This is an optimization exercise on Yosys and OpenROAD, whose aim is small area, a short achievable clock period and few clock cycles per item, not a production implementation. In this exercise RTL edits were held to simulation tests only and were not proved equivalent to the original. No activity file was given, so power comes from the tool's default toggle rates.

==> flow/design.v <==
`default_nettype none
package rsos_pkg;
   localparam int RSOS_MAX_OBJECTS = 8;
   localparam int RSOS_SINE_BITS   = 16;
   localparam int RANGE_W = 16;
   localparam int ANGLE_W = 8;
   localparam int SUM_W   = 24;
   localparam int TALLY_W = 8;
   localparam int COUNT_W = 4;
   localparam int CHORD_W = 17;
   localparam int CSR_W   = 16;
   localparam int CSR_IDX_W = 2;
   localparam logic [CHORD_W-1:0] CHORD_MAX = '1;
   localparam logic [TALLY_W-1:0] TALLY_MAX = '1;
   localparam int SINE_LAST = 180;
   localparam logic [CSR_IDX_W-1:0] CSR_EDGE_THRESHOLD = 2'd0;
   localparam logic [CSR_IDX_W-1:0] CSR_MIN_WIDTH      = 2'd1;
   localparam logic [CSR_IDX_W-1:0] CSR_OBJECT_LIMIT   = 2'd2;
   typedef enum logic [1:0] {
      KIND_OBJECT   = 2'd0,
      KIND_SMALLEST = 2'd1,
      KIND_NONE     = 2'd2
   } kind_type;
   typedef enum logic [2:0] {
      ST_IDLE,
      ST_EVAL,
      ST_DIV,
      ST_MUL,
      ST_CHORD,
      ST_REC,
      ST_REP
   } state_type;
   typedef struct packed {
      logic capture;
      logic eval;
      logic mul;
      logic chord;
      logic load_rec;
      logic load_rep;
   } cmd_type;
   typedef struct packed {
      logic close_ok;
      logic scan_end;
      logic div_done;
      logic out_full;
   } status_type;
endpackage
`default_nettype wire
`default_nettype none
module rsos_sine_rom (
   input  wire logic [7:0]  k,
   output logic      [16:0] value
);
   always_comb begin
      unique case (k)
         8'd0: value = 17'd0;
         8'd1: value = 17'd572;
         8'd2: value = 17'd1144;
         8'd3: value = 17'd1716;
         8'd4: value = 17'd2287;
         8'd5: value = 17'd2859;
         8'd6: value = 17'd3430;
         8'd7: value = 17'd4001;
         8'd8: value = 17'd4572;
         8'd9: value = 17'd5142;
         8'd10: value = 17'd5712;
         8'd11: value = 17'd6281;
         8'd12: value = 17'd6850;
         8'd13: value = 17'd7419;
         8'd14: value = 17'd7987;
         8'd15: value = 17'd8554;
         8'd16: value = 17'd9121;
         8'd17: value = 17'd9687;
         8'd18: value = 17'd10252;
         8'd19: value = 17'd10817;
         8'd20: value = 17'd11380;
         8'd21: value = 17'd11943;
         8'd22: value = 17'd12505;
         8'd23: value = 17'd13066;
         8'd24: value = 17'd13626;
         8'd25: value = 17'd14185;
         8'd26: value = 17'd14742;
         8'd27: value = 17'd15299;
         8'd28: value = 17'd15855;
         8'd29: value = 17'd16409;
         8'd30: value = 17'd16962;
         8'd31: value = 17'd17514;
         8'd32: value = 17'd18064;
         8'd33: value = 17'd18613;
         8'd34: value = 17'd19161;
         8'd35: value = 17'd19707;
         8'd36: value = 17'd20252;
         8'd37: value = 17'd20795;
         8'd38: value = 17'd21336;
         8'd39: value = 17'd21876;
         8'd40: value = 17'd22415;
         8'd41: value = 17'd22951;
         8'd42: value = 17'd23486;
         8'd43: value = 17'd24019;
         8'd44: value = 17'd24550;
         8'd45: value = 17'd25080;
         8'd46: value = 17'd25607;
         8'd47: value = 17'd26132;
         8'd48: value = 17'd26656;
         8'd49: value = 17'd27177;
         8'd50: value = 17'd27697;
         8'd51: value = 17'd28214;
         8'd52: value = 17'd28729;
         8'd53: value = 17'd29242;
         8'd54: value = 17'd29753;
         8'd55: value = 17'd30261;
         8'd56: value = 17'd30767;
         8'd57: value = 17'd31271;
         8'd58: value = 17'd31772;
         8'd59: value = 17'd32271;
         8'd60: value = 17'd32768;
         8'd61: value = 17'd33262;
         8'd62: value = 17'd33754;
         8'd63: value = 17'd34242;
         8'd64: value = 17'd34729;
         8'd65: value = 17'd35212;
         8'd66: value = 17'd35693;
         8'd67: value = 17'd36172;
         8'd68: value = 17'd36647;
         8'd69: value = 17'd37120;
         8'd70: value = 17'd37590;
         8'd71: value = 17'd38057;
         8'd72: value = 17'd38521;
         8'd73: value = 17'd38982;
         8'd74: value = 17'd39441;
         8'd75: value = 17'd39896;
         8'd76: value = 17'd40348;
         8'd77: value = 17'd40797;
         8'd78: value = 17'd41243;
         8'd79: value = 17'd41686;
         8'd80: value = 17'd42126;
         8'd81: value = 17'd42562;
         8'd82: value = 17'd42995;
         8'd83: value = 17'd43425;
         8'd84: value = 17'd43852;
         8'd85: value = 17'd44275;
         8'd86: value = 17'd44695;
         8'd87: value = 17'd45112;
         8'd88: value = 17'd45525;
         8'd89: value = 17'd45935;
         8'd90: value = 17'd46341;
         8'd91: value = 17'd46744;
         8'd92: value = 17'd47143;
         8'd93: value = 17'd47538;
         8'd94: value = 17'd47930;
         8'd95: value = 17'd48318;
         8'd96: value = 17'd48703;
         8'd97: value = 17'd49084;
         8'd98: value = 17'd49461;
         8'd99: value = 17'd49834;
         8'd100: value = 17'd50203;
         8'd101: value = 17'd50569;
         8'd102: value = 17'd50931;
         8'd103: value = 17'd51289;
         8'd104: value = 17'd51643;
         8'd105: value = 17'd51993;
         8'd106: value = 17'd52339;
         8'd107: value = 17'd52682;
         8'd108: value = 17'd53020;
         8'd109: value = 17'd53354;
         8'd110: value = 17'd53684;
         8'd111: value = 17'd54010;
         8'd112: value = 17'd54332;
         8'd113: value = 17'd54650;
         8'd114: value = 17'd54963;
         8'd115: value = 17'd55273;
         8'd116: value = 17'd55578;
         8'd117: value = 17'd55879;
         8'd118: value = 17'd56175;
         8'd119: value = 17'd56468;
         8'd120: value = 17'd56756;
         8'd121: value = 17'd57040;
         8'd122: value = 17'd57319;
         8'd123: value = 17'd57594;
         8'd124: value = 17'd57865;
         8'd125: value = 17'd58131;
         8'd126: value = 17'd58393;
         8'd127: value = 17'd58650;
         8'd128: value = 17'd58903;
         8'd129: value = 17'd59152;
         8'd130: value = 17'd59396;
         8'd131: value = 17'd59635;
         8'd132: value = 17'd59870;
         8'd133: value = 17'd60100;
         8'd134: value = 17'd60326;
         8'd135: value = 17'd60547;
         8'd136: value = 17'd60764;
         8'd137: value = 17'd60976;
         8'd138: value = 17'd61183;
         8'd139: value = 17'd61386;
         8'd140: value = 17'd61584;
         8'd141: value = 17'd61777;
         8'd142: value = 17'd61966;
         8'd143: value = 17'd62149;
         8'd144: value = 17'd62328;
         8'd145: value = 17'd62503;
         8'd146: value = 17'd62672;
         8'd147: value = 17'd62837;
         8'd148: value = 17'd62997;
         8'd149: value = 17'd63152;
         8'd150: value = 17'd63303;
         8'd151: value = 17'd63449;
         8'd152: value = 17'd63589;
         8'd153: value = 17'd63725;
         8'd154: value = 17'd63856;
         8'd155: value = 17'd63983;
         8'd156: value = 17'd64104;
         8'd157: value = 17'd64220;
         8'd158: value = 17'd64332;
         8'd159: value = 17'd64439;
         8'd160: value = 17'd64540;
         8'd161: value = 17'd64637;
         8'd162: value = 17'd64729;
         8'd163: value = 17'd64816;
         8'd164: value = 17'd64898;
         8'd165: value = 17'd64975;
         8'd166: value = 17'd65048;
         8'd167: value = 17'd65115;
         8'd168: value = 17'd65177;
         8'd169: value = 17'd65234;
         8'd170: value = 17'd65287;
         8'd171: value = 17'd65334;
         8'd172: value = 17'd65376;
         8'd173: value = 17'd65414;
         8'd174: value = 17'd65446;
         8'd175: value = 17'd65474;
         8'd176: value = 17'd65496;
         8'd177: value = 17'd65514;
         8'd178: value = 17'd65526;
         8'd179: value = 17'd65534;
         8'd180: value = 17'd65536;
         default: value = 17'd0;
      endcase
   end
endmodule
`default_nettype wire
`default_nettype none
module range_scan_object_segmenter_core (
   input  wire logic        clock,
   input  wire logic        reset,
   input  wire logic        req_tvalid,
   output logic             req_tready,
   input  wire logic [23:0] req_tdata,    
   input  wire logic        req_tuser,    
   input  wire logic        req_tlast,    
   output logic             rsp_tvalid,
   input  wire logic        rsp_tready,
   output logic [71:0]      rsp_tdata,
   output logic [1:0]       rsp_tuser,    
   output logic             rsp_tlast,    
   input  wire logic        csr_we,
   input  wire logic [1:0]  csr_index,
   input  wire logic [15:0] csr_wdata
);
   logic [15:0] thr_q;
   logic [7:0]  minw_q;
   logic [3:0]  lim_q;
   wire wr_thr  = csr_we && (csr_index == 2'd0);
   wire wr_minw = csr_we && (csr_index == 2'd1);
   wire wr_lim  = csr_we && (csr_index == 2'd2);
   wire [15:0] thr_e  = wr_thr  ? csr_wdata       : thr_q;
   wire [7:0]  minw_e = wr_minw ? csr_wdata[7:0]  : minw_q;
   wire [3:0]  lim_e  = wr_lim  ? csr_wdata[3:0]  : lim_q;
   always_ff @(posedge clock) begin
      if (reset) begin
         thr_q  <= 16'd40;
         minw_q <= 8'd4;
         lim_q  <= 4'd8;
      end else begin
         if (wr_thr)  thr_q  <= csr_wdata;
         if (wr_minw) minw_q <= csr_wdata[7:0];
         if (wr_lim)  lim_q  <= csr_wdata[3:0];
      end
   end
   logic        rdy_q;
   logic        primed_q, track_q;
   logic [7:0]  open_q, pa_q;
   logic [15:0] pr_q;
   logic [23:0] sum_q;
   logic [7:0]  tal_q;
   logic [3:0]  found_q;
   logic        pend_q;       
   wire        acc = req_tvalid && rdy_q;
   wire [15:0] rng = req_tdata[15:0];
   wire [7:0]  ang = req_tdata[23:16];
   wire        st  = req_tuser;
   wire        en  = req_tlast;
   wire       primed_e = primed_q && !st;
   wire       track_e  = track_q && !st;
   wire [3:0] found_e  = st ? 4'd0 : found_q;
   wire [17:0] dn = {2'b00, pr_q} - {2'b00, rng} - {2'b00, thr_e} - 18'd1;
   wire [17:0] up = {2'b00, rng} - {2'b00, pr_q} - {2'b00, thr_e} - 18'd1;
   wire drop = !dn[17];
   wire rise = !up[17];
   wire [8:0] arc9  = {1'b0, pa_q} - {1'b0, open_q};
   wire [3:0] cap   = (lim_e < 4'd8) ? lim_e : 4'd8;
   wire close_ok    = !arc9[8] && (arc9[7:0] >= minw_e) && (found_q < cap);
   wire do_start = primed_e && !track_e && drop;
   wire do_end   = primed_e && track_e && rise;
   wire do_close = do_end && close_ok;
   wire do_add   = primed_e && track_e && !rise && (tal_q != 8'hff);
   wire track_n = do_start || (track_e && !do_end);
   always_ff @(posedge clock) begin
      if (reset) begin
         primed_q <= 1'b0;
         track_q  <= 1'b0;
         found_q  <= 4'd0;
      end else if (acc) begin
         primed_q <= 1'b1;
         track_q  <= track_n;
         found_q  <= do_close ? found_q + 4'd1 : found_e;
      end
   end
   always_ff @(posedge clock) begin
      if (acc) begin
         pr_q <= rng;
         if (!do_close) pa_q <= ang;
         if (do_start) begin
            open_q <= ang;
            sum_q  <= {8'd0, rng};
            tal_q  <= 8'd1;
         end else if (do_add) begin
            sum_q  <= sum_q + {8'd0, rng};
            tal_q  <= tal_q + 8'd1;
         end
      end
   end
   logic [1:0] tok_q [0:3];
   logic [1:0] wp_q, rp_q;
   logic [2:0] cnt_q;
   wire push_obj = acc && do_close;
   wire push_rep = acc && en;
   wire hb       = do_close || (found_e != 4'd0);
   wire [1:0] obj_tok = en ? 2'd1 : 2'd0;
   wire [1:0] rep_tok = hb ? 2'd3 : 2'd2;
   wire [1:0] head = tok_q[rp_q];
   wire       head_obj = !head[1];
   logic        out_v;
   logic [1:0]  out_kind;
   logic        out_last;
   logic [3:0]  o_id;
   logic [7:0]  o_first, o_final, o_centre, o_arc;
   logic [15:0] o_mean;
   logic [16:0] o_chord;
   logic        u_busy, u_done;
   wire out_free = !out_v || rsp_tready;
   wire pop      = (cnt_q != 3'd0) && out_free && (!head_obj || u_done);
   wire pop_obj  = pop && head_obj;
   logic [3:0]  u_cnt;
   logic [7:0]  u_r;
   logic [15:0] u_q;
   logic [7:0]  u_d;
   logic [7:0]  u_first, u_final;
   logic [3:0]  u_id;
   logic [16:0] u_s;
   logic [33:0] u_a;
   wire u_free = !u_busy && (!u_done || pop_obj);
   wire u_load = u_free && (pend_q || push_obj);
   wire pend_n = (pend_q || push_obj) && !u_free;
   wire [8:0] t1  = {u_r, u_q[15]};
   wire       g1  = t1 >= {1'b0, u_d};
   wire [8:0] t1s = t1 - {1'b0, u_d};
   wire [7:0] r1  = g1 ? t1s[7:0] : t1[7:0];
   wire [8:0] t2  = {r1, u_q[14]};
   wire       g2  = t2 >= {1'b0, u_d};
   wire [8:0] t2s = t2 - {1'b0, u_d};
   wire [7:0] r2  = g2 ? t2s[7:0] : t2[7:0];
   wire [33:0] hsum = u_a + ({32'd0, u_q[1:0]} * {17'd0, u_s});
   wire [7:0] u_w = u_final - u_first;
   wire [7:0] u_k = (u_w > 8'd180) ? 8'(9'd360 - {1'b0, u_w}) : u_w;
   logic [16:0] sine;
   rsos_sine_rom u_sine (.k(u_k), .value(sine));
   always_ff @(posedge clock) begin
      if (reset) begin
         u_busy <= 1'b0;
         u_done <= 1'b0;
         pend_q <= 1'b0;
      end else begin
         pend_q <= pend_n;
         if (u_load) begin
            u_busy <= 1'b1;
            u_done <= 1'b0;
         end else if (u_busy && u_cnt == 4'd8) begin
            u_busy <= 1'b0;
            u_done <= 1'b1;
         end else if (pop_obj) begin
            u_done <= 1'b0;
         end
      end
   end
   always_ff @(posedge clock) begin
      u_s <= sine;
      if (u_free) begin
         u_cnt   <= 4'd0;
         u_r     <= sum_q[23:16];
         u_q     <= sum_q[15:0];
         u_d     <= tal_q;
         u_first <= open_q;
         u_final <= pa_q;
         u_id    <= pend_q ? found_q : found_q + 4'd1;
         u_a     <= 34'd1;
      end else if (u_busy) begin
         u_cnt <= u_cnt + 4'd1;
         if (u_cnt != 4'd8) begin
            u_r <= r2;
            u_q <= {u_q[13:0], g1, g2};
         end
         if (u_cnt != 4'd0) u_a <= {hsum[31:0], 2'b00};
      end
   end
   wire [2:0] npush = {2'b00, push_obj} + {2'b00, push_rep};
   wire [2:0] cnt_n = cnt_q + npush - {2'b00, pop};
   always_ff @(posedge clock) begin
      if (reset) begin
         wp_q  <= 2'd0;
         rp_q  <= 2'd0;
         cnt_q <= 3'd0;
         rdy_q <= 1'b0;
      end else begin
         if (push_obj && push_rep) begin
            tok_q[wp_q]        <= obj_tok;
            tok_q[wp_q + 2'd1] <= rep_tok;
            wp_q <= wp_q + 2'd2;
         end else if (push_obj) begin
            tok_q[wp_q] <= obj_tok;
            wp_q <= wp_q + 2'd1;
         end else if (push_rep) begin
            tok_q[wp_q] <= rep_tok;
            wp_q <= wp_q + 2'd1;
         end
         if (pop) rp_q <= rp_q + 2'd1;
         cnt_q <= cnt_n;
         rdy_q <= !pend_n && ((3'd4 - cnt_n) >= (track_n_next ? 3'd2 : 3'd1));
      end
   end
   wire track_n_next = acc ? track_n : track_q;
   logic [16:0] best_chord;
   logic [3:0]  best_id;
   logic [7:0]  best_centre;
   wire [8:0]  c_sum   = {1'b0, u_first} + {1'b0, u_final};
   wire [7:0]  c_centre = c_sum[8:1];
   wire [16:0] c_chord = u_a[33:17];
   always_ff @(posedge clock) begin
      if (pop_obj && (u_id == 4'd1 || c_chord < best_chord)) begin
         best_chord  <= c_chord;
         best_id     <= u_id;
         best_centre <= c_centre;
      end
   end
   always_ff @(posedge clock) begin
      if (reset) out_v <= 1'b0;
      else if (pop) out_v <= 1'b1;
      else if (rsp_tready) out_v <= 1'b0;
   end
   always_ff @(posedge clock) begin
      if (pop) begin
         if (head_obj) begin
            out_kind <= 2'd0;
            out_last <= !head[0];
            o_id     <= u_id;
            o_first  <= u_first;
            o_final  <= u_final;
            o_centre <= c_centre;
            o_arc    <= u_w;
            o_mean   <= u_q;
            o_chord  <= c_chord;
         end else begin
            out_kind <= head[0] ? 2'd1 : 2'd2;
            out_last <= 1'b1;
            o_id     <= head[0] ? best_id : 4'd0;
            o_first  <= 8'd0;
            o_final  <= 8'd0;
            o_centre <= head[0] ? best_centre : 8'd0;
            o_arc    <= 8'd0;
            o_mean   <= 16'd0;
            o_chord  <= head[0] ? best_chord : 17'd0;
         end
      end
   end
   assign req_tready = rdy_q;
   assign rsp_tvalid = out_v;
   assign rsp_tdata  = {3'b000, o_chord, o_mean, o_arc, o_centre, o_final, o_first, o_id};
   assign rsp_tuser  = out_kind;
   assign rsp_tlast  = out_last;
endmodule
`default_nettype wire
==> flow/run.sh <==
#!/bin/bash
# synth_recipe.tcl (not shown) runs the flow's synth.tcl, then flattens the netlist and writes it again
# the make line also repeats each setting of config.mk as NAME=value (left out here)
make -C /OpenROAD-flow-scripts/flow DESIGN_CONFIG=/design/flow/config.mk WORK_HOME=/design/flow/orfs CLKGATE_MAP_FILE= SYNTH_SCRIPT=/design/flow/synth_recipe.tcl finish
==> flow/config.mk <==
export PLATFORM = sky130hd
export DESIGN_NAME = range_scan_object_segmenter_core
export DESIGN_NICKNAME = range_scan_object_segmenter_core
export VERILOG_FILES = /design/flow/design.v
export SDC_FILE = /design/flow/constraint.sdc
export NUM_CORES = 4
export LEC_CHECK = 0
export CAP_MARGIN = 20
export CORE_MARGIN = 2
export CORE_UTILIZATION = 40
export SLEW_MARGIN = 20
export SYNTH_MEMORY_MAX_BITS = 8192
==> flow/constraint.sdc <==
create_clock -name core_clock -period 8.0 [get_ports {clock}]
set_input_delay 1.6000 -clock core_clock [delete_from_list [all_inputs] [get_ports {clock}]]
set_output_delay 1.6000 -clock core_clock [all_outputs]
set_load 0.01 [all_outputs]
==> flow_summary.yaml, run 1 <==
routing:
  wl_per_cell_um: 21.06
  drc: 0
  first_pass_iters: 6
  wirelength_mm: 72.83
  drt_iter0_drc: 1772
  routed_via_density: 5.769
  via_count: 19950
  ant_nets: 0
grt:
  grt_max_degree: 84
  antenna_found_initial: 3
  grt_pass1_vias: 19513
  track_usage_pct: 24.05
  grt_pass1_wl_mm: 113.5
  grt-ovfl-total: 0
yosys:
  async_flop_share_pct: 0
  yosysWarningCount: 2
  ys.flop_type: "edfxtp_1"
  syn_area_um2: 23140
  synth.area.top_cells: "edfxtp_1 (29%), ha_1 (11%), dfxtp_1 (9.2%)"
  synth_edf_count: 221
  synth_top_area_cell: "edfxtp_1"
  synth.avg_cell_area_um2: 9.064
  ys_seq_area_share_pct: 37.85
  yosysTopAreaCellShare_pct: 28.68
  syn_inst: 2553
  ys_ff_latch: 327
  synth_cell_types: 98
die:
  io_pins: 126
  die_height_um: 244.5
  core-area_um2: 57480
  initial_core_util_pct: 40.26
  row_count: 88
  dieArea_um2: 59790
  die_w_um: 244.5
cells_and_area:
  fin_util_pct: 46.72
  fin_cells: 3458
  nets: 2941
  drive_gt1_share_pct: 8.436
  postLayoutCellArea_um2: 26850
  area_delta_synth_final_pct: 16.04
  final_cell_mix: "nand2_1 (256), nor2_1 (248), edfxtp_1 (221), ha_1 (207), inv_1 (181)"
  final_common_cell: "nand2_1"
sta:
  min_period_ps: 7477
  slew_viol_final: 0
  max_freq_mhz: 133.7
  holdWs_ps: 446.3
  worst_slew_pin_slew_ps: 1120
  hold_viol_final: 0
  setup_viol: 0
  max_slew_margin_pct: 25.32
  period_share_pct: 93.47
  rsz0062_at_grt: "false"
  finalClockSkew_ps: 18.87
worst_setup_path:
  crit_family: "adder cells"
  crit_fanout: 2
  ff2ff_setup_slack_ps: 1490
  cp_slowest_cell: "clkdlybuf4s50_1"
  worstSetupPathType: "input pin to flop"
  arrival_ps: 7950
  cp_num_buf_inv: 4
  critPathLaunchType: "input pin"
  cpMostUsedCell: "ha_1"
  cp.required_ps: 8470
  endpoint_kind: "flop"
  cpPeakStageDelay_ps: 530
cts:
  clk_path_buf_depth: 3
  cts-resized-gates: 0
  cts_root_buf: "clkbuf_16"
  clkSinkCount: 327
  cts_hold_buffers: 0
  numCtsBuffers: 41
  clk_latency_ps: 580
  cts_tree: "done"
  htreeDepth: 2
  clk_pin_slew_ps: 60
  post_cts_buffers: 0
pwr:
  power.density_nw_per_um2: 338.8
  vdd_drop_max_uv: 217.1
  power_mw: 9.098
  p_leak_nw: 10.89
placement:
  post-dp-hpwl_mm: 52.58
  dpl.cell_count: 3380
  gp_congestion: 0.9781
  port_buffers: 122
  place_area_um2: 25480
min_path:
  hp-class: "flop to flop"
status:
  outcome: "no timing/DRC/antenna violations"
job:
  maxCapViolCount: 0
==> final cells by class <==
type / count / area (um2)
Antenna cell: 2 / 5.005
Clock buffer: 50 / 1091
Clock inverter: 25 / 257.7
Fill cell: 5527 / 30620
Inverter: 187 / 701.9
Multi-Input combinational cell: 1897 / 13180
Sequential cell: 327 / 8758
Tap cell: 765 / 957.2
Timing Repair Buffer: 205 / 1904
==> Yosys cell counts, types with 24 or more instances <==
master / count
a211oi_1: 27
a21o_1: 59
a21oi_1: 181
a22o_1: 30
a31oi_1: 29
and2_1: 36
buf_2: 40
clkbuf_1: 86
dfxtp_1: 106
edfxtp_1: 221
fa_1: 26
ha_1: 207
inv_1: 183
mux2i_1: 37
nand2_1: 256
nand2b_1: 24
nand3_1: 57
nor2_1: 251
nor2b_1: 26
nor3_1: 43
o211ai_1: 26
o21ai_0: 148
xnor2_1: 73
xor2_1: 37
==> sequential cells by signal (all words and copies together) (netlist names), 16 cells and up, named ones only <==
| signal | count |
|---|---|
| best_chord | 17 |
| o_chord | 17 |
| o_mean | 16 |
| pr_q | 16 |
| sum_q | 24 |
| thr_q | 16 |
| u_a | 33 |
| u_q | 16 |
| u_s | 17 |
==> stage by stage <==
stage	setup TNS [ps]	worst slack (ps)
finish	0	522.7
global route	0	62.15
CTS	0	366.1
detailed placement	-225.8	-225.8
global placement	-121.6	-121.6
floorplan	0	682.9
==> where the power goes <==
part           total, mW  internal (mW)  switching [mW]
combinational       4.76           1.75            3.01
sequential          2.48           2.30           0.177
clock               1.86           1.08           0.777
total               9.10           5.14            3.96
==> per-layer routing <==
metal	up-vias	track usage (%)	share of wire, %	wire length [um]
li1	9390	-	-	-
met4	2	9.469	4.0	2919
met2	777	38.33	45	32740
met5	-	0	0.018	13
met1	9609	32.13	44	32010
met3	172	4.675	7.1	5143
==> worst paths after layout <==
check / startpoint / to / depth (start not counted)
worst max-delay path: req_tdata[1] / rdy_q / 32
worst min-delay path: pa_q[0] / u_final[0] / 0
worst max register to register: u_d[1] / u_r[1] / 24
worst min register to register: pa_q[0] / u_final[0] / 0
==> cell families after synthesis <==
logic type,after synthesis,synth area share (%)
AO/OA/AOI/OAI,714,20.64
buffers and inverters,331,5.796
XOR/XNOR,112,4.353
multiplexers,52,2.428
flip-flops,327,37.85
other,1,0.01621
AND/OR/NAND/NOR,783,15.48
adder cells (fa/ha/maj),233,13.44
Testbench counts, summed over its fixed seeds: cycles 26,308, words 24,000.
==> inputs of run 2 (changes only) <==
--- a/flow/config.mk
+++ b/flow/config.mk
@@ -5,8 +5,11 @@
 export SDC_FILE = /design/flow/constraint.sdc
 export NUM_CORES = 4
 export LEC_CHECK = 0
+export ABC_CLOCK_PERIOD_IN_PS = 4000
 export CAP_MARGIN = 20
 export CORE_MARGIN = 2
 export CORE_UTILIZATION = 40
+export SETUP_SLACK_MARGIN = 4
 export SLEW_MARGIN = 20
 export SYNTH_MEMORY_MAX_BITS = 8192
+export TNS_END_PERCENT = 100
==> flow_summary.yaml, run 2 <==
status:
  outcome: "no timing/DRC/antenna violations"
routing:
  via_count: 21496
  wl_per_cell_um: 22.32
  drc: 0
  drt_iter0_drc: 2131
  first_pass_iters: 7
  ant_nets: 0
  routed_via_density: 5.905
  wirelength_mm: 81.24
yosys:
  syn_area_um2: 23140
  ys_top_cells_by_count: "nand2_1 (256), nor2_1 (251), edfxtp_1 (221), ha_1 (207), inv_1 (183)"
  yosysTopAreaCellShare_pct: 28.68
  synth_cell_types: 98
  async_flop_share_pct: 0
  syn_inst: 2553
  ys.flop_type: "edfxtp_1"
  ys_seq_area_share_pct: 37.85
  yosysMostFrequentCell: "nand2_1"
  synth.avg_cell_area_um2: 9.064
  synth_edf_count: 221
  yosysWarningCount: 2
  ys_ff_latch: 327
  synth_top_area_cell: "edfxtp_1"
  synth.area.top_cells: "edfxtp_1 (29%), ha_1 (11%), dfxtp_1 (9.2%)"
grt:
  grt-ovfl-total: 0
  grt_pass1_wl_mm: 121.4
  grt_pass1_vias: 20713
  antenna_found_initial: 6
  track_usage_pct: 25.91
  grt_max_degree: 63
sta:
  hold_viol_final: 0
  period_share_pct: 85.15
  tns_ps: 0
  max_slew_margin_pct: 37.36
  finalClockSkew_ps: 29.64
  setup_viol: 0
  slew_viol_final: 0
  rsz0062_at_grt: "true"
  max_freq_mhz: 146.8
  min_period_ps: 6812
  worst_slew_pin_slew_ps: 915.9
pwr:
  power_mw: 10.63
  vdd_drop_max_uv: 185.4
  p_leak_nw: 12.26
  power.density_nw_per_um2: 348.5
die:
  row_count: 88
  die_height_um: 244.5
  core-area_um2: 57480
  initial_core_util_pct: 40.26
  io_pins: 126
  die_w_um: 244.5
  dieArea_um2: 59790
placement:
  post-dp-hpwl_mm: 52.21
  place_area_um2: 25710
  dpl.cell_count: 3348
  port_buffers: 122
  gp_congestion: 0.9710
cells_and_area:
  largest_register_ffs: 33
  area_delta_synth_final_pct: 31.85
  top_register: "u_a"
  final_common_cell: "nand2_1"
  nFillCells: 5127
  reg_top3: "u_a: 33 flops, sum_q: 24 flops"
  final_cell_mix: "nand2_1 (237), nor2_1 (232), edfxtp_1 (221), buf_4 (184), ha_1 (175)"
  drive_gt1_share_pct: 22.62
  postLayoutCellArea_um2: 30510
  nets: 3125
  fin_cells: 3640
cts:
  clk_latency_ps: 580
  clkSinkCount: 327
  cts_tree: "done"
  numCtsBuffers: 38
  cts_hold_buffers: 0
  clk_pin_slew_ps: 60
  clk_path_buf_depth: 3
  htreeDepth: 2
  cts_root_buf: "clkbuf_16"
worst_setup_path:
  cp.required_ps: 8460
  arrival_ps: 7270
  cpPeakStageDelay_ps: 440
  crit_fanout: 2
  cp_slowest_cell: "fa_2"
  r2r_cells: 30
  worstSetupPathType: "input pin to flop"
  critPathLaunchType: "input pin"
  endpoint_kind: "flop"
min_path:
  hp-class: "flop to flop"
  min_path_cells: 0
job:
  maxCapViolCount: 0
[run 2: metal layers]
layer | part of all wire (%) | global-route usage (%) | vias up
li1 | - | - | 9770
met1 | 41 | 33.72 | 10334
met2 | 45 | 41.20 | 1084
met3 | 9.3 | 6.453 | 298
met4 | 4.5 | 10.37 | 10
met5 | 0.097 | 0 | -
[run 2: cell families (layout without fill, tap and decap cells)]
| family | after synthesis | in the layout | synth area share (%) |
|---|---|---|---|
| simple gates | 783 | 786 | 15.48 |
| compound gates | 714 | 718 | 20.64 |
| buf+inv | 331 | 642 | 5.796 |
| flops | 327 | 327 | 37.85 |
| fa+ha+maj | 233 | 233 | 13.44 |
| xor+xnor | 112 | 112 | 4.353 |
| mux | 52 | 52 | 2.428 |
| other cells | 1 | 5 | 0.01621 |
[run 2: per-stage QoR]
| step | hold slack (ps) | setup slack, ps | utilization [%] |
|---|---|---|---|
| final | 453.8 | 1188 | 53.09 |
| after global routing | 465.8 | 989.3 | 53.08 |
| after CTS | 451.7 | 1283 | 50.53 |
| after detailed placement | 443.1 | -104.8 | 44.73 |
| after global placement | 438.1 | -75.37 | 44.68 |
| after floorplan | 426.4 | 902.9 | - |
[run 2: critical path, delay by kind of cell]
family	cells	cell delay, ps
compound gates	12	1950
xor+xnor	1	100
fa+ha+maj	7	2150
buf+inv	4	270
simple gates	8	1180
[run 2: cell type report]
class                      instances  area, um2  share of cell area, %
multi-input combinational       1904      14920                  48.90
antenna                            2      5.005                0.01640
clock buffer                      56       1070                  3.506
tap                              765      957.2                  3.137
inverter                         187      764.5                  2.506
timing repair inverter             1      6.256                0.02050
clock inverter                    14      113.9                 0.3732
sequential                       327       8758                  28.70
timing repair buffer             384       3918                  12.84
[run 2: final timing paths]
check,from,end,slack (ps)
setup / recovery,req_tdata[1],rdy_q,1190
hold / removal,pa_q[0],u_final[0],450
setup reg to reg,pr_q[1],rdy_q,1840
hold reg to reg,pa_q[0],u_final[0],450
[run 2: repair_timing]
item	4_1_cts	5_1_grt
gates resized for setup	227	176
cloned	13	7
pin swaps	108	127
buffers inserted	121	79
setup endpoints to repair	149	184
[run 2: power by group]
group / switching [mW] / leakage [nW] / internal, mW
registers: 0.174 / 3.01 / 2.31
logic: 3.75 / 8.68 / 2.71
clock network: 0.728 / 0.573 / 0.966
==> inputs of run 3 (changes only) <==
--- a/flow/config.mk
+++ b/flow/config.mk
@@ -5,11 +5,11 @@
 export SDC_FILE = /design/flow/constraint.sdc
 export NUM_CORES = 4
 export LEC_CHECK = 0
-export ABC_CLOCK_PERIOD_IN_PS = 4000
+export ABC_CLOCK_PERIOD_IN_PS = 3000
 export CAP_MARGIN = 20
 export CORE_MARGIN = 2
 export CORE_UTILIZATION = 40
-export SETUP_SLACK_MARGIN = 4
+export SETUP_SLACK_MARGIN = 5
 export SLEW_MARGIN = 20
 export SYNTH_MEMORY_MAX_BITS = 8192
 export TNS_END_PERCENT = 100
==> flow_summary.yaml, run 3 <==
cts:
  numCtsBuffers: 39
  clk_path_buf_depth: 3
  clk_pin_slew_ps: 60
  cts_tree: "done"
  htreeDepth: 2
  clk_latency_ps: 560
  clkSinkCount: 327
  cts_root_buf: "clkbuf_16"
worst_setup_path:
  r2r_start: "pr_q[1]"
  ff2ff_setup_slack_ps: 1960
  cpPeakStageDelay_ps: 470
  endpoint_kind: "flop"
  r2r_cells: 30
  cp.required_ps: 8440
  cp_slowest_cell: "fa_2"
  arrival_ps: 7170
  crit_start: "req_tdata[1]"
  crit_fanout: 2
  cpMostUsedCell: "ha_4"
  worstSetupPathType: "input pin to flop"
  worstReg2RegEnd: "rdy_q"
  critPathLaunchType: "input pin"
placement:
  post-dp-hpwl_mm: 52.11
  gp_congestion: 0.9452
  port_buffers: 122
cells_and_area:
  area_delta_synth_final_pct: 42.92
  reg_top3: "u_a: 33 flops, sum_q: 24 flops"
  fin_util_pct: 57.54
  top_register: "u_a"
  nets: 3230
  largest_register_ffs: 33
  drive_gt1_share_pct: 30.60
  final_cell_mix: "edfxtp_1 (221), nand2_1 (212), nor2_1 (206), buf_4 (196), inv_1 (158)"
  final_common_cell: "edfxtp_1"
sta:
  finalClockSkew_ps: 22.45
  rsz0062_at_grt: "true"
  slew_viol_final: 0
  period_share_pct: 84.02
  holdWs_ps: 452.7
  hold_viol_final: 0
  worst_slew_pin_slew_ps: 954.5
  setup_viol: 0
  min_period_ps: 6722
  max_freq_mhz: 148.8
  max_slew_margin_pct: 36.37
grt:
  grt_pass1_wl_mm: 130.6
  track_usage_pct: 28.24
  antenna_found_initial: 4
  grt-ovfl-total: 0
  grt_max_degree: 52
  grt_pass1_vias: 21971
yosys:
  ys_top_cells_by_count: "nand2_1 (256), nor2_1 (251), edfxtp_1 (221), ha_1 (207), inv_1 (183)"
  ys.flop_type: "edfxtp_1"
  yosysMostFrequentCell: "nand2_1"
  synth_edf_count: 221
  yosysWarningCount: 2
  ys_ff_latch: 327
  yosysTopAreaCellShare_pct: 28.68
  ys_seq_area_share_pct: 37.85
  synth.avg_cell_area_um2: 9.064
  synth_cell_types: 98
  syn_inst: 2553
  synth_top_area_cell: "edfxtp_1"
  async_flop_share_pct: 0
  syn_area_um2: 23140
  synth.area.top_cells: "edfxtp_1 (29%), ha_1 (11%), dfxtp_1 (9.2%)"
pwr:
  p_leak_nw: 13.37
  power_mw: 11.45
  power.density_nw_per_um2: 346.2
  vdd_drop_max_uv: 220.4
routing:
  ant_nets: 0
  wl_per_cell_um: 23.66
  drt_iter0_drc: 2197
  wirelength_mm: 88.56
  drc: 0
  via_count: 22308
  routed_via_density: 5.960
  first_pass_iters: 6
status:
  outcome: "no timing/DRC/antenna violations"
die:
  io_pins: 126
  row_count: 88
  initial_core_util_pct: 40.26
  die_height_um: 244.5
  dieArea_um2: 59790
  core-area_um2: 57480
  die_w_um: 244.5
job:
  maxCapViolCount: 0
min_path:
  hold_path_startpoint: "pa_q[0]"
  hp-class: "flop to flop"
  min_path_cells: 0
  holdPathEnd: "u_final[0]"
## run 3: cell count changes in the layout (fill, tap and decap cells not counted), moves of 15 or more
cell and delta:
clkdlybuf4s50_1 -75, a21oi_1 -17, ha_4 +23, buf_6 +51
nand2_2 +15, nor2_1 -26, ha_1 -23, dlygate4sd2_1 +74
nand2_1 -25
## run 3: kinds of logic (layout without fill, tap and decap cells)
group	count (synthesis)	in the layout	share of synthesized area, %
fa+ha+maj	233	233	13.44
simple gates	783	792	15.48
flops	327	327	37.85
xor+xnor	112	112	4.353
mux	52	52	2.428
buf+inv	331	743	5.796
other cells	1	4	0.01621
compound gates	714	715	20.64
## run 3: through the flow
step / TNS (ps) / std cells / instance area [um2] / setup slack, ps
after CTS: 0 / 3661 / 31280 / 1259
after global placement: 0 / 3344 / 25710 / 4.456
after floorplan: 0 / 2555 / 24120 / 902.9
after detailed placement: -48.96 / 3346 / 25770 / -48.96
final: 0 / 3743 / 33070 / 1278
after global routing: 0 / 3742 / 33070 / 1046
## run 3: worst max path at each step
stage	end	slack, ps	cells after the start
2_1_floorplan	rdy_q	900	32
3_3_place_gp	rdy_q	4	32
3_5_place_dp	rdy_q	-50	32
4_1_cts	rdy_q	1260	30
5_1_grt	rdy_q	1050	32
6_report	rdy_q	1280	32
## run 3: final cells by class
cell class / instances / area [um2]
fillers: 4777 / 24400
multi-input cells: 1907 / 15940
flip-flops and latches: 327 / 8763
repair buffers: 478 / 5160
clock buffers: 52 / 1076
well taps: 765 / 957.2
inverters: 187 / 794.5
clock inverters: 18 / 230.2
repair inverters: 8 / 146.4
diodes: 1 / 2.502
## run 3: timing repair
action | CTS | global route
cloned | 31 | 12
buffers inserted | 214 | 69
hold buffers | 0 | 0
endpoints found under the setup margin | 415 | 263
resized for setup | 547 | 234
pin swaps | 180 | 151
endpoints found under the hold margin | 0 | 0
## run 3: where the power goes
group / leakage [nW] / switching (mW) / internal (mW)
clock: 0.640 / 0.736 / 1.11
sequential: 3.01 / 0.174 / 2.30
combinational: 9.72 / 4.08 / 3.05
total: 13.4 / 4.99 / 6.46
## run 3: routing by layer
layer  vias up  GRT usage (%)  routed length (um)
li1      10024              -                   -
met2      1141          44.93               39880
met5         -              0                  40
met3       370          8.088                9000
met4         6          10.99                3988
met1     10767          36.20               35650
## run 3: critical path: cells and delay by family
kind,cells,cell delay (ps)
xor gates and xnor gates,1,80
adders and majority gates,7,2080
AOI/OAI and AO/OA,12,1860
and+or+nand+nor,8,1210
buffers and inverters,4,280
==> inputs of run 4 (changes only) <==
--- a/flow/design.v
+++ b/flow/design.v
@@ -260,84 +260,105 @@
    logic [15:0] thr_q;
    logic [7:0]  minw_q;
    logic [3:0]  lim_q;
-   wire wr_thr  = csr_we && (csr_index == 2'd0);
-   wire wr_minw = csr_we && (csr_index == 2'd1);
-   wire wr_lim  = csr_we && (csr_index == 2'd2);
-   wire [15:0] thr_e  = wr_thr  ? csr_wdata       : thr_q;
-   wire [7:0]  minw_e = wr_minw ? csr_wdata[7:0]  : minw_q;
-   wire [3:0]  lim_e  = wr_lim  ? csr_wdata[3:0]  : lim_q;
+   logic        thr_new;      
+   wire wr_thr = csr_we && (csr_index == 2'd0);
+   wire [3:0] lim_n = (csr_we && (csr_index == 2'd2)) ? csr_wdata[3:0] : lim_q;
    always_ff @(posedge clock) begin
       if (reset) begin
          thr_q  <= 16'd40;
          minw_q <= 8'd4;
          lim_q  <= 4'd8;
-      end else begin
-         if (wr_thr)  thr_q  <= csr_wdata;
-         if (wr_minw) minw_q <= csr_wdata[7:0];
-         if (wr_lim)  lim_q  <= csr_wdata[3:0];
+      end else if (csr_we) begin
+         case (csr_index)
+            2'd0: thr_q  <= csr_wdata;
+            2'd1: minw_q <= csr_wdata[7:0];
+            2'd2: lim_q  <= csr_wdata[3:0];
+            default: ;
+         endcase
       end
+      thr_new <= !reset && wr_thr;
    end
    logic        rdy_q;
+   logic        s1v, s1_first, s1_edge;
+   logic [15:0] rng;
+   logic [7:0]  ang;
+   logic        st, en;
+   wire acc = req_tvalid && rdy_q;
    logic        primed_q, track_q;
-   logic [7:0]  open_q, pa_q;
+   logic [7:0]  open_q;
+   logic [8:0]  arc_q;        
    logic [15:0] pr_q;
    logic [23:0] sum_q;
    logic [7:0]  tal_q;
    logic [3:0]  found_q;
    logic        pend_q;       
-   wire        acc = req_tvalid && rdy_q;
-   wire [15:0] rng = req_tdata[15:0];
-   wire [7:0]  ang = req_tdata[23:16];
-   wire        st  = req_tuser;
-   wire        en  = req_tlast;
+   logic [3:0]  tcnt;         
+   logic [3:0]  cap_q;        
    wire       primed_e = primed_q && !st;
    wire       track_e  = track_q && !st;
    wire [3:0] found_e  = st ? 4'd0 : found_q;
-   wire [17:0] dn = {2'b00, pr_q} - {2'b00, rng} - {2'b00, thr_e} - 18'd1;
-   wire [17:0] up = {2'b00, rng} - {2'b00, pr_q} - {2'b00, thr_e} - 18'd1;
-   wire drop = !dn[17];
-   wire rise = !up[17];
-   wire [8:0] arc9  = {1'b0, pa_q} - {1'b0, open_q};
-   wire [3:0] cap   = (lim_e < 4'd8) ? lim_e : 4'd8;
-   wire close_ok    = !arc9[8] && (arc9[7:0] >= minw_e) && (found_q < cap);
+   logic [17:0] lo_q;
+   logic [16:0] hi_q;
+   wire drop_c = !lo_q[17] && ({1'b0, rng} <= lo_q[16:0]);
+   wire rise_c = {1'b0, rng} >= hi_q;
+   wire cok_c  = !arc_q[8] && (arc_q[7:0] >= minw_q) && (found_q < cap_q);
+   logic drop_l, rise_l, cok_l;
+   wire edge_ok = s1_edge && !thr_new;           
+   wire drop = edge_ok  ? drop_c : drop_l;
+   wire rise = edge_ok  ? rise_c : rise_l;
+   wire cok  = s1_first ? cok_c  : cok_l;
+   wire go = s1v && !pend_q && !tcnt[3] && !(s1_edge && thr_new);
    wire do_start = primed_e && !track_e && drop;
    wire do_end   = primed_e && track_e && rise;
-   wire do_close = do_end && close_ok;
+   wire do_close = do_end && cok;
    wire do_add   = primed_e && track_e && !rise && (tal_q != 8'hff);
-   wire track_n = do_start || (track_e && !do_end);
+   always_ff @(posedge clock) begin
+      if (edge_ok) begin
+         drop_l <= drop_c;
+         rise_l <= rise_c;
+      end
+      if (s1_first) cok_l <= cok_c;
+      cap_q <= reset ? 4'd8 : (lim_n < 4'd8) ? lim_n : 4'd8;
+   end
    always_ff @(posedge clock) begin
       if (reset) begin
          primed_q <= 1'b0;
          track_q  <= 1'b0;
          found_q  <= 4'd0;
-      end else if (acc) begin
+      end else if (go) begin
          primed_q <= 1'b1;
-         track_q  <= track_n;
+         track_q  <= do_start || (track_e && !do_end);
          found_q  <= do_close ? found_q + 4'd1 : found_e;
       end
    end
+   wire [15:0] pr_n = go ? rng : pr_q;
    always_ff @(posedge clock) begin
-      if (acc) begin
+      lo_q <= {2'b00, pr_n} - {2'b00, thr_q} - 18'd1;
+      hi_q <= {1'b0, pr_n} + {1'b0, thr_q} + 17'd1;
+   end
+   wire [8:0] arc_new = {1'b0, ang} - {1'b0, open_q};
+   always_ff @(posedge clock) begin
+      if (go) begin
          pr_q <= rng;
-         if (!do_close) pa_q <= ang;
          if (do_start) begin
             open_q <= ang;
+            arc_q  <= 9'd0;
             sum_q  <= {8'd0, rng};
             tal_q  <= 8'd1;
-         end else if (do_add) begin
-            sum_q  <= sum_q + {8'd0, rng};
-            tal_q  <= tal_q + 8'd1;
+         end else begin
+            if (!do_close) arc_q <= arc_new;
+            if (do_add) begin
+               sum_q <= sum_q + {8'd0, rng};
+               tal_q <= tal_q + 8'd1;
+            end
          end
       end
    end
    logic [1:0] tok_q [0:3];
    logic [1:0] wp_q, rp_q;
-   logic [2:0] cnt_q;
-   wire push_obj = acc && do_close;
-   wire push_rep = acc && en;
-   wire hb       = do_close || (found_e != 4'd0);
-   wire [1:0] obj_tok = en ? 2'd1 : 2'd0;
-   wire [1:0] rep_tok = hb ? 2'd3 : 2'd2;
+   wire push = go && (do_close || en);
+   wire hb   = do_close || (found_e != 4'd0);
+   wire [1:0] ptok = do_close ? {1'b0, en} : {1'b1, hb};
    wire [1:0] head = tok_q[rp_q];
    wire       head_obj = !head[1];
    logic        out_v;
@@ -349,19 +370,21 @@
    logic [16:0] o_chord;
    logic        u_busy, u_done;
    wire out_free = !out_v || rsp_tready;
-   wire pop      = (cnt_q != 3'd0) && out_free && (!head_obj || u_done);
-   wire pop_obj  = pop && head_obj;
+   wire head_rdy = tcnt[0] && (!head_obj || u_done);
+   wire pop_any  = head_rdy && out_free;
+   wire pop_obj  = pop_any && head_obj;
+   wire pop      = pop_any && (head != 2'd1);
    logic [3:0]  u_cnt;
    logic [7:0]  u_r;
    logic [15:0] u_q;
    logic [7:0]  u_d;
-   logic [7:0]  u_first, u_final;
+   logic [7:0]  u_first, u_arc;
    logic [3:0]  u_id;
    logic [16:0] u_s;
    logic [33:0] u_a;
-   wire u_free = !u_busy && (!u_done || pop_obj);
-   wire u_load = u_free && (pend_q || push_obj);
-   wire pend_n = (pend_q || push_obj) && !u_free;
+   wire u_free = !u_busy && !u_done;
+   wire u_load = u_free && (pend_q || (go && do_close));
+   wire pend_n = (pend_q || (go && do_close)) && !u_free;
    wire [8:0] t1  = {u_r, u_q[15]};
    wire       g1  = t1 >= {1'b0, u_d};
    wire [8:0] t1s = t1 - {1'b0, u_d};
@@ -371,8 +394,7 @@
    wire [8:0] t2s = t2 - {1'b0, u_d};
    wire [7:0] r2  = g2 ? t2s[7:0] : t2[7:0];
    wire [33:0] hsum = u_a + ({32'd0, u_q[1:0]} * {17'd0, u_s});
-   wire [7:0] u_w = u_final - u_first;
-   wire [7:0] u_k = (u_w > 8'd180) ? 8'(9'd360 - {1'b0, u_w}) : u_w;
+   wire [7:0] u_k = (u_arc > 8'd180) ? 8'(9'd360 - {1'b0, u_arc}) : u_arc;
    logic [16:0] sine;
    rsos_sine_rom u_sine (.k(u_k), .value(sine));
    always_ff @(posedge clock) begin
@@ -384,7 +406,6 @@
          pend_q <= pend_n;
          if (u_load) begin
             u_busy <= 1'b1;
-            u_done <= 1'b0;
          end else if (u_busy && u_cnt == 4'd8) begin
             u_busy <= 1'b0;
             u_done <= 1'b1;
@@ -401,7 +422,7 @@
          u_q     <= sum_q[15:0];
          u_d     <= tal_q;
          u_first <= open_q;
-         u_final <= pa_q;
+         u_arc   <= arc_q[7:0];
          u_id    <= pend_q ? found_q : found_q + 4'd1;
          u_a     <= 34'd1;
       end else if (u_busy) begin
@@ -413,38 +434,44 @@
          if (u_cnt != 4'd0) u_a <= {hsum[31:0], 2'b00};
       end
    end
-   wire [2:0] npush = {2'b00, push_obj} + {2'b00, push_rep};
-   wire [2:0] cnt_n = cnt_q + npush - {2'b00, pop};
+   wire inc = push && !pop;
+   wire dec = pop && !push;
+   wire [3:0] tcnt_n = inc ? {tcnt[2:0], 1'b1} : dec ? {1'b0, tcnt[3:1]} : tcnt;
    always_ff @(posedge clock) begin
       if (reset) begin
          wp_q  <= 2'd0;
          rp_q  <= 2'd0;
-         cnt_q <= 3'd0;
+         tcnt  <= 4'd0;
          rdy_q <= 1'b0;
+         s1v   <= 1'b0;
       end else begin
-         if (push_obj && push_rep) begin
-            tok_q[wp_q]        <= obj_tok;
-            tok_q[wp_q + 2'd1] <= rep_tok;
-            wp_q <= wp_q + 2'd2;
-         end else if (push_obj) begin
-            tok_q[wp_q] <= obj_tok;
-            wp_q <= wp_q + 2'd1;
-         end else if (push_rep) begin
-            tok_q[wp_q] <= rep_tok;
+         if (push) begin
+            tok_q[wp_q] <= ptok;
             wp_q <= wp_q + 2'd1;
          end
          if (pop) rp_q <= rp_q + 2'd1;
-         cnt_q <= cnt_n;
-         rdy_q <= !pend_n && ((3'd4 - cnt_n) >= (track_n_next ? 3'd2 : 3'd1));
+         else if (pop_any) tok_q[rp_q] <= 2'd3;
+         tcnt <= tcnt_n;
+         rdy_q <= !pend_n && !tcnt_n[3] && !wr_thr;
+         s1v   <= (s1v && !go) || acc;
+      end
+   end
+   always_ff @(posedge clock) begin
+      if (acc) begin
+         rng <= req_tdata[15:0];
+         ang <= req_tdata[23:16];
+         st  <= req_tuser;
+         en  <= req_tlast;
       end
+      s1_first <= acc;
+      s1_edge  <= acc || (s1_edge && thr_new);
    end
-   wire track_n_next = acc ? track_n : track_q;
    logic [16:0] best_chord;
    logic [3:0]  best_id;
    logic [7:0]  best_centre;
-   wire [8:0]  c_sum   = {1'b0, u_first} + {1'b0, u_final};
-   wire [7:0]  c_centre = c_sum[8:1];
-   wire [16:0] c_chord = u_a[33:17];
+   wire [7:0]  c_final  = u_first + u_arc;
+   wire [7:0]  c_centre = u_first + {1'b0, u_arc[7:1]};
+   wire [16:0] c_chord  = u_a[33:17];
    always_ff @(posedge clock) begin
       if (pop_obj && (u_id == 4'd1 || c_chord < best_chord)) begin
          best_chord  <= c_chord;
@@ -454,19 +481,18 @@
    end
    always_ff @(posedge clock) begin
       if (reset) out_v <= 1'b0;
-      else if (pop) out_v <= 1'b1;
-      else if (rsp_tready) out_v <= 1'b0;
+      else if (out_free) out_v <= head_rdy;
    end
    always_ff @(posedge clock) begin
-      if (pop) begin
+      if (out_free) begin
          if (head_obj) begin
             out_kind <= 2'd0;
             out_last <= !head[0];
             o_id     <= u_id;
             o_first  <= u_first;
-            o_final  <= u_final;
+            o_final  <= c_final;
             o_centre <= c_centre;
-            o_arc    <= u_w;
+            o_arc    <= u_arc;
             o_mean   <= u_q;
             o_chord  <= c_chord;
          end else begin
--- a/flow/config.mk
+++ b/flow/config.mk
@@ -5,11 +5,10 @@
 export SDC_FILE = /design/flow/constraint.sdc
 export NUM_CORES = 4
 export LEC_CHECK = 0
-export ABC_CLOCK_PERIOD_IN_PS = 3000
 export CAP_MARGIN = 20
 export CORE_MARGIN = 2
 export CORE_UTILIZATION = 40
-export SETUP_SLACK_MARGIN = 5
+export SETUP_SLACK_MARGIN = 4
 export SLEW_MARGIN = 20
 export SYNTH_MEMORY_MAX_BITS = 8192
 export TNS_END_PERCENT = 100
==> flow_summary.yaml, run 4 <==
status:
  outcome: "no timing/DRC/antenna violations"
yosys:
  synth_cell_types: 105
  synth.avg_cell_area_um2: 9.253
  synth.area.top_cells: "edfxtp_1 (27%), dfxtp_1 (14%), ha_1 (10%)"
  ys_ff_latch: 400
  ys.flop_type: "edfxtp_1"
  syn_area_um2: 25170
  synth_edf_count: 228
  synth_top_area_cell: "edfxtp_1"
  syn_inst: 2720
  yosysMostFrequentCell: "nand2_1"
  ys_top_cells_by_count: "nand2_1 (303), edfxtp_1 (228), nor2_1 (215), ha_1 (206), inv_1 (201)"
  yosysTopAreaCellShare_pct: 27.20
  yosysWarningCount: 2
  ys_seq_area_share_pct: 40.88
  async_flop_share_pct: 0
cells_and_area:
  nFillCells: 5848
  top_register: "u_a"
  final_cell_mix: "nand2_1 (296), edfxtp_1 (228), nor2_1 (211), inv_1 (197)"
  drive_gt1_share_pct: 9.940
  postLayoutCellArea_um2: 29390
  num_antenna_cells: 0
  nets: 3098
  multiInputGateArea_um2: 13920
  fin_cells: 3694
  seq_area_um2: 10290
  area_delta_synth_final_pct: 16.75
  reg_top3: "u_a: 33 flops, sum_q: 24 flops, lo_q: 18 flops"
  final_common_cell: "nand2_1"
  largest_register_ffs: 33
worst_setup_path:
  r2r_cells: 19
  crit_family: "compound AO/OA/AOI/OAI gates"
  endpoint_kind: "flop"
  cp.required_ps: 8310
  cpPeakStageDelay_ps: 450
  arrival_ps: 4230
  crit_fanout: 6
  crit_chain: "ha_4 > nor2b_4 > o21ai_2 > a21boi_2 > o21ai_2 > a21oi_2 > a21oi_4 > buf_12 > mux2i_4 > ha_4 > nor2b_1 > o21ai_1 > a21boi_1 > o21ai_1 > a21oi_2 > o21a_1 > a311o_2 > mux2i_1 > a21oi_1"
  worstSetupPathType: "flop to flop"
  cp_num_buf_inv: 1
  cp_slowest_cell: "edfxtp_1"
  cp.depth: 19
  critPathLaunchType: "flop"
cts:
  numCtsBuffers: 46
  cts_tree: "done"
  clkSinkCount: 400
  htreeDepth: 2
  clk_latency_ps: 600
  cts_hold_buffers: 0
  cts_root_buf: "clkbuf_16"
  clk_path_buf_depth: 3
  clk_pin_slew_ps: 60
routing:
  wl_per_cell_um: 21.65
  routed_via_density: 5.795
  via_count: 21407
  drc: 0
  first_pass_iters: 6
  ant_nets: 0
  drt_iter0_drc: 1982
  wirelength_mm: 79.98
grt:
  grt_max_degree: 61
  grt_pass1_wl_mm: 124.2
  grt_pass1_vias: 21050
  grt-ovfl-total: 0
  track_usage_pct: 24.68
  antenna_found_initial: 1
pwr:
  power.density_nw_per_um2: 210.5
  p_leak_nw: 11.84
  vdd_drop_max_uv: 204.9
placement:
  post-dp-hpwl_mm: 55.81
  dpl.cell_count: 3571
  port_buffers: 122
  gp_congestion: 0.9813
  place_area_um2: 27190
sta:
  setup_viol: 0
  max_slew_margin_pct: 26.32
  slew_viol_final: 0
  worst_slew_pin_slew_ps: 1100
  rsz0062_at_grt: "true"
  period_share_pct: 49.00
  min_period_ps: 3920
  hold_viol_final: 0
  max_freq_mhz: 255.1
  tns_ps: 0
  finalClockSkew_ps: 30.14
job:
  maxCapViolCount: 0
die:
  row_count: 91
  dieArea_um2: 64950
  io_pins: 126
  die_height_um: 254.8
  die_w_um: 254.8
  initial_core_util_pct: 40.64
  core-area_um2: 61940
min_path:
  hp-class: "flop to flop"
  min_path_cells: 0
## run 4: cell families (layout without fill, tap and decap cells)
kind of cell | after synthesis | count (layout) | share of synthesized area, %
simple gates | 817 | 818 | 15.15
other cells | 1 | 3 | 0.01490
flops | 400 | 400 | 40.88
fa+ha+maj | 230 | 230 | 12.15
mux | 45 | 45 | 1.919
compound gates | 759 | 760 | 20.22
buf+inv | 356 | 489 | 5.742
xor+xnor | 112 | 112 | 3.927
## run 4: where the power goes
part / switching [mW] / internal [mW]
registers: 0.0982 / 2.38
logic: 0.944 / 0.640
clock network: 0.905 / 1.22
total: 1.95 / 4.24
## run 4: layout make-up
cell class,count,share of cell area (%)
clock buffers,58,4.279
clock inverters,28,0.8431
inverters,206,2.678
multi-input cells,1968,47.38
flip-flops and latches,400,35.02
well taps,837,3.564
repair buffers,196,6.216
repair inverters,1,0.01703
## run 4: final timing paths
| path | slack [ps] | endpoint | startpoint |
|---|---|---|---|
| worst min register to register | 440 | u_first[4] | open_q[4] |
| worst max register to register | 4080 | u_r[7] | u_r[0] |
| worst max-delay path | 4080 | u_r[7] | u_r[0] |
| worst min-delay path | 440 | u_first[4] | open_q[4] |
## run 4: per-stage QoR
stage	worst slack, ps	util, %	power [mW]	hold WS (ps)
3_5_place_dp	3388	43.90	4.030	432.1
5_1_grt	3887	47.44	6.504	463.0
2_1_floorplan	4000	-	3.502	426.4
6_report	4080	47.44	6.186	444.3
3_3_place_gp	3205	43.88	4.015	438.8
4_1_cts	3976	46.96	6.204	446.4
## run 4: layer usage
layer	routed length, um	part of all wire (%)	GRT usage (%)	up-vias
met1	34780	43	32.98	10349
met4	3871	4.8	11.61	2
met5	12	0.015	0	-
met2	35950	45	39.15	815
met3	5359	6.7	3.946	220
li1	-	-	-	10021
## run 4: timing repair
action / CTS / global route
gates resized for setup: 43 / 52
pin swaps: 16 / 16
hold endpoints to repair: 0 / 0
gates cloned: 3 / 0
buffers inserted: 22 / 12
endpoints found under the setup margin: 42 / 71
Testbench counts of run 4, summed over its fixed seeds: cycles 26,721, words 24,000.
==> inputs of run 5 (changes only) <==
--- a/flow/design.v
+++ b/flow/design.v
@@ -52,7 +52,7 @@
    output logic      [16:0] value
 );
    always_comb begin
-      unique case (k)
+      case (k)
          8'd0: value = 17'd0;
          8'd1: value = 17'd572;
          8'd2: value = 17'd1144;
@@ -234,6 +234,81 @@
          8'd178: value = 17'd65526;
          8'd179: value = 17'd65534;
          8'd180: value = 17'd65536;
+         8'd181: value = 17'd65534;
+         8'd182: value = 17'd65526;
+         8'd183: value = 17'd65514;
+         8'd184: value = 17'd65496;
+         8'd185: value = 17'd65474;
+         8'd186: value = 17'd65446;
+         8'd187: value = 17'd65414;
+         8'd188: value = 17'd65376;
+         8'd189: value = 17'd65334;
+         8'd190: value = 17'd65287;
+         8'd191: value = 17'd65234;
+         8'd192: value = 17'd65177;
+         8'd193: value = 17'd65115;
+         8'd194: value = 17'd65048;
+         8'd195: value = 17'd64975;
+         8'd196: value = 17'd64898;
+         8'd197: value = 17'd64816;
+         8'd198: value = 17'd64729;
+         8'd199: value = 17'd64637;
+         8'd200: value = 17'd64540;
+         8'd201: value = 17'd64439;
+         8'd202: value = 17'd64332;
+         8'd203: value = 17'd64220;
+         8'd204: value = 17'd64104;
+         8'd205: value = 17'd63983;
+         8'd206: value = 17'd63856;
+         8'd207: value = 17'd63725;
+         8'd208: value = 17'd63589;
+         8'd209: value = 17'd63449;
+         8'd210: value = 17'd63303;
+         8'd211: value = 17'd63152;
+         8'd212: value = 17'd62997;
+         8'd213: value = 17'd62837;
+         8'd214: value = 17'd62672;
+         8'd215: value = 17'd62503;
+         8'd216: value = 17'd62328;
+         8'd217: value = 17'd62149;
+         8'd218: value = 17'd61966;
+         8'd219: value = 17'd61777;
+         8'd220: value = 17'd61584;
+         8'd221: value = 17'd61386;
+         8'd222: value = 17'd61183;
+         8'd223: value = 17'd60976;
+         8'd224: value = 17'd60764;
+         8'd225: value = 17'd60547;
+         8'd226: value = 17'd60326;
+         8'd227: value = 17'd60100;
+         8'd228: value = 17'd59870;
+         8'd229: value = 17'd59635;
+         8'd230: value = 17'd59396;
+         8'd231: value = 17'd59152;
+         8'd232: value = 17'd58903;
+         8'd233: value = 17'd58650;
+         8'd234: value = 17'd58393;
+         8'd235: value = 17'd58131;
+         8'd236: value = 17'd57865;
+         8'd237: value = 17'd57594;
+         8'd238: value = 17'd57319;
+         8'd239: value = 17'd57040;
+         8'd240: value = 17'd56756;
+         8'd241: value = 17'd56468;
+         8'd242: value = 17'd56175;
+         8'd243: value = 17'd55879;
+         8'd244: value = 17'd55578;
+         8'd245: value = 17'd55273;
+         8'd246: value = 17'd54963;
+         8'd247: value = 17'd54650;
+         8'd248: value = 17'd54332;
+         8'd249: value = 17'd54010;
+         8'd250: value = 17'd53684;
+         8'd251: value = 17'd53354;
+         8'd252: value = 17'd53020;
+         8'd253: value = 17'd52682;
+         8'd254: value = 17'd52339;
+         8'd255: value = 17'd51993;
          default: value = 17'd0;
       endcase
    end
@@ -382,21 +457,22 @@
    logic [3:0]  u_id;
    logic [16:0] u_s;
    logic [33:0] u_a;
-   wire u_free = !u_busy && !u_done;
+   wire u_free = !u_busy && (!u_done || (head_obj && tcnt[0] && !out_v));
    wire u_load = u_free && (pend_q || (go && do_close));
    wire pend_n = (pend_q || (go && do_close)) && !u_free;
    wire [8:0] t1  = {u_r, u_q[15]};
-   wire       g1  = t1 >= {1'b0, u_d};
-   wire [8:0] t1s = t1 - {1'b0, u_d};
-   wire [7:0] r1  = g1 ? t1s[7:0] : t1[7:0];
-   wire [8:0] t2  = {r1, u_q[14]};
-   wire       g2  = t2 >= {1'b0, u_d};
-   wire [8:0] t2s = t2 - {1'b0, u_d};
-   wire [7:0] r2  = g2 ? t2s[7:0] : t2[7:0];
+   wire [9:0] t1s = {1'b0, t1} - {2'b00, u_d};
+   wire       g1  = !t1s[9];
+   wire [8:0] ta  = {t1s[7:0], u_q[14]};       
+   wire [8:0] tb  = {t1[7:0], u_q[14]};        
+   wire [9:0] tas = {1'b0, ta} - {2'b00, u_d};
+   wire [9:0] tbs = {1'b0, tb} - {2'b00, u_d};
+   wire       g2  = g1 ? !tas[9] : !tbs[9];
+   wire [7:0] r2  = g1 ? (!tas[9] ? tas[7:0] : ta[7:0])
+                       : (!tbs[9] ? tbs[7:0] : tb[7:0]);
    wire [33:0] hsum = u_a + ({32'd0, u_q[1:0]} * {17'd0, u_s});
-   wire [7:0] u_k = (u_arc > 8'd180) ? 8'(9'd360 - {1'b0, u_arc}) : u_arc;
    logic [16:0] sine;
-   rsos_sine_rom u_sine (.k(u_k), .value(sine));
+   rsos_sine_rom u_sine (.k(u_arc), .value(sine));
    always_ff @(posedge clock) begin
       if (reset) begin
          u_busy <= 1'b0;
@@ -406,6 +482,7 @@
          pend_q <= pend_n;
          if (u_load) begin
             u_busy <= 1'b1;
+            u_done <= 1'b0;
          end else if (u_busy && u_cnt == 4'd8) begin
             u_busy <= 1'b0;
             u_done <= 1'b1;
@@ -473,7 +550,7 @@
    wire [7:0]  c_centre = u_first + {1'b0, u_arc[7:1]};
    wire [16:0] c_chord  = u_a[33:17];
    always_ff @(posedge clock) begin
-      if (pop_obj && (u_id == 4'd1 || c_chord < best_chord)) begin
+      if (u_done && head_obj && tcnt[0] && (u_id == 4'd1 || c_chord < best_chord)) begin
          best_chord  <= c_chord;
          best_id     <= u_id;
          best_centre <= c_centre;
--- a/flow/config.mk
+++ b/flow/config.mk
@@ -8,7 +8,7 @@
 export CAP_MARGIN = 20
 export CORE_MARGIN = 2
 export CORE_UTILIZATION = 40
-export SETUP_SLACK_MARGIN = 4
+export SETUP_SLACK_MARGIN = 5
 export SLEW_MARGIN = 20
 export SYNTH_MEMORY_MAX_BITS = 8192
 export TNS_END_PERCENT = 100
==> flow_summary.yaml, run 5 <==
status:
  outcome: "no timing/DRC/antenna violations"
worst_setup_path:
  crit_fanout: 6
  arrival_ps: 3850
  worstSetupPathType: "flop to flop"
  r2r_cells: 17
  worstReg2RegEnd: "u_r[2]"
  r2r_start: "u_q[15]"
  endpoint_kind: "flop"
  cp.required_ps: 8360
  critPathLaunchType: "flop"
  ff2ff_setup_slack_ps: 4510
pwr:
  p_leak_nw: 13.39
  switching_share_pct: 31.61
  power.density_nw_per_um2: 195.9
  pwr-share-comb_pct: 27.1
  seq_power_share_pct: 39.1
  clkPwrFrac_pct: 33.9
  p_sw_mw: 1.979
  vdd_drop_max_uv: 180.0
  power_mw: 6.261
  power.internal_mw: 4.282
cells_and_area:
  area_delta_synth_final_pct: 23.66
  multiInputGateArea_um2: 15490
  drive_gt1_share_pct: 16.97
  nets: 3333
  nFillCells: 5883
  seq_area_um2: 10300
  final_cell_mix: "nand2_1 (265), edfxtp_1 (228), nor2_1 (227), a21oi_1 (212), inv_1 (207)"
  postLayoutCellArea_um2: 31960
  top_register: "u_a"
  largest_register_ffs: 33
  final_common_cell: "nand2_1"
  reg_top3: "u_a: 33 flops, sum_q: 24 flops, lo_q: 18 flops"
sta:
  slew_viol_final: 0
  max_freq_mhz: 286.7
  period_share_pct: 43.60
  tns_ps: 0
  min_period_ps: 3488
  hold_viol_final: 0
  rsz0062_at_grt: "true"
  max_slew_margin_pct: 35.23
  worst_slew_pin_slew_ps: 971.5
  finalClockSkew_ps: 28.54
  holdWs_ps: 445.3
  timing.final.ws_setup_ps: 4512
  setup_viol: 0
yosys:
  syn_area_um2: 25840
  async_flop_share_pct: 0
  syn_inst: 2873
  synth_top_area_cell: "edfxtp_1"
  yosysWarningCount: 2
  ys_ff_latch: 400
  ys_top_cells_by_count: "nand2_1 (291), nor2_1 (249), a21oi_1 (237), edfxtp_1 (228), inv_1 (222)"
  yosysTopAreaCellShare_pct: 26.49
  synth_edf_count: 228
  synth_cell_types: 96
  yosysMostFrequentCell: "nand2_1"
  synth.avg_cell_area_um2: 8.995
  ys_seq_area_share_pct: 39.82
  synth.area.top_cells: "edfxtp_1 (26%), dfxtp_1 (13%), ha_1 (10%)"
  ys.flop_type: "edfxtp_1"
routing:
  wirelength_mm: 85.84
  first_pass_iters: 8
  via_count: 22688
  drt_iter0_drc: 1965
  drc: 0
  routed_via_density: 5.754
  wl_per_cell_um: 21.77
  ant_nets: 0
grt:
  track_usage_pct: 24.92
  grt-ovfl-total: 0
  grt_pass1_vias: 22063
  antenna_found_initial: 2
  grt_max_degree: 144
  grt_pass1_wl_mm: 130.2
die:
  die_height_um: 258.2
  io_pins: 126
  row_count: 93
  core-area_um2: 64120
  dieArea_um2: 66660
  die_w_um: 258.2
  initial_core_util_pct: 40.31
placement:
  post-dp-hpwl_mm: 56.80
  pre_cts_ws_ps: 3894
  port_buffers: 122
  gp_congestion: 0.9547
  place_area_um2: 28020
cts:
  clk_latency_ps: 610
  clk_pin_slew_ps: 60
  cts_tree: "done"
  cts_hold_buffers: 0
  numCtsBuffers: 46
  clk_path_buf_depth: 3
  htreeDepth: 2
  clkSinkCount: 400
  cts_root_buf: "clkbuf_16"
min_path:
  hp-class: "flop to flop"
  holdPathEnd: "u_first[2]"
  min_path_cells: 0
  hold_path_startpoint: "open_q[2]"
job:
  maxCapViolCount: 0
==> run 5: cell type report <==
cell class | count | area share [%]
well taps | 855 | 3.348
repair buffers | 288 | 8.598
multi-input cells | 2089 | 48.48
inverters | 224 | 2.670
clock buffers | 57 | 3.763
clock inverters | 29 | 0.9044
diodes | 1 | 0.007831
flip-flops and latches | 400 | 32.23
==> run 5: routing by layer <==
metal  share of wire [%]  track usage (%)
met4                 4.7            10.92
met5               0.012                0
met3                 7.5            5.016
met1                  41            31.59
met2                  47            41.20
==> run 5: metrics by stage <==
stage | std cells | utilization [%]
5_1_grt | 3942 | 49.84
4_1_cts | 3882 | 47.99
6_report | 3943 | 49.84
3_3_place_gp | 3719 | 43.71
3_5_place_dp | 3719 | 43.71
2_1_floorplan | 2875 | -
==> run 5: cell families after synthesis <==
| logic type | count (synthesis) | share of synthesized area, % |
|---|---|---|
| flip-flops | 400 | 39.82 |
| buffers and inverters | 389 | 5.863 |
| multiplexers | 45 | 2.092 |
| adder cells (fa/ha/maj) | 235 | 12.10 |
| XOR/XNOR | 123 | 4.168 |
| AND/OR/NAND/NOR | 836 | 15.01 |
| AO/OA/AOI/OAI | 844 | 20.93 |
| other | 1 | 0.01451 |
==> run 5: repair_timing <==
| item | in CTS | in global routing |
|---|---|---|
| resized for setup | 225 | 165 |
| pin swaps | 68 | 110 |
| gates cloned | 6 | 2 |
| setup endpoints to repair | 307 | 154 |
| buffers inserted | 71 | 58 |
==> run 5: power by group through the flow <==
stage                     combinational [mW]  sequential [mW]  clock (mW)
after floorplan                        0.991             2.48           0
after global placement                  1.43             2.49           0
after detailed placement                1.44             2.49           0
after CTS                               1.52             2.45        2.17
after global routing                    1.84             2.46        2.25
final                                   1.69             2.45        2.12
==> run 5: worst max path at each step <==
stage | startpoint | endpoint | slack, ps | cells past startpoint
finish | u_q[15] | u_r[2] | 4510 | 17
global route | u_q[15] | u_r[2] | 4350 | 17
CTS | tcnt[3] | lo_q[13] | 4540 | 16
detailed placement | rng[6] | sum_q[15] | 3890 | 10
global placement | rng[6] | sum_q[17] | 3940 | 10
floorplan | rsp_tready | tcnt[2] | 4300 | 11
==> run 5: critical path: stages, from the launching register on <==
cell      delay, ps
edfxtp_1        410
inv_2           100
ha_4            130
inv_2            30
fa_2            350
a21o_1          180
a21oi_2         170
o21bai_1        110
a21oi_2         180
xnor2_2         140
ha_2            310
o21a_1          100
o31a_1          130
nor2_4          260
buf_4           170
mux2i_2         200
a211oi_1        100
a21o_1          190
Testbench counts of run 5, summed over its fixed seeds: cycles 26,163, words 24,000.

Setup slack of run 5, layout unchanged: 4.512 ns with ideal ports, 4.512 ns with driving cells assumed (clock clkbuf_16, inputs buf_2), 4.512 ns with port delays also shifted by the 0.649 ns mid clock arrival.
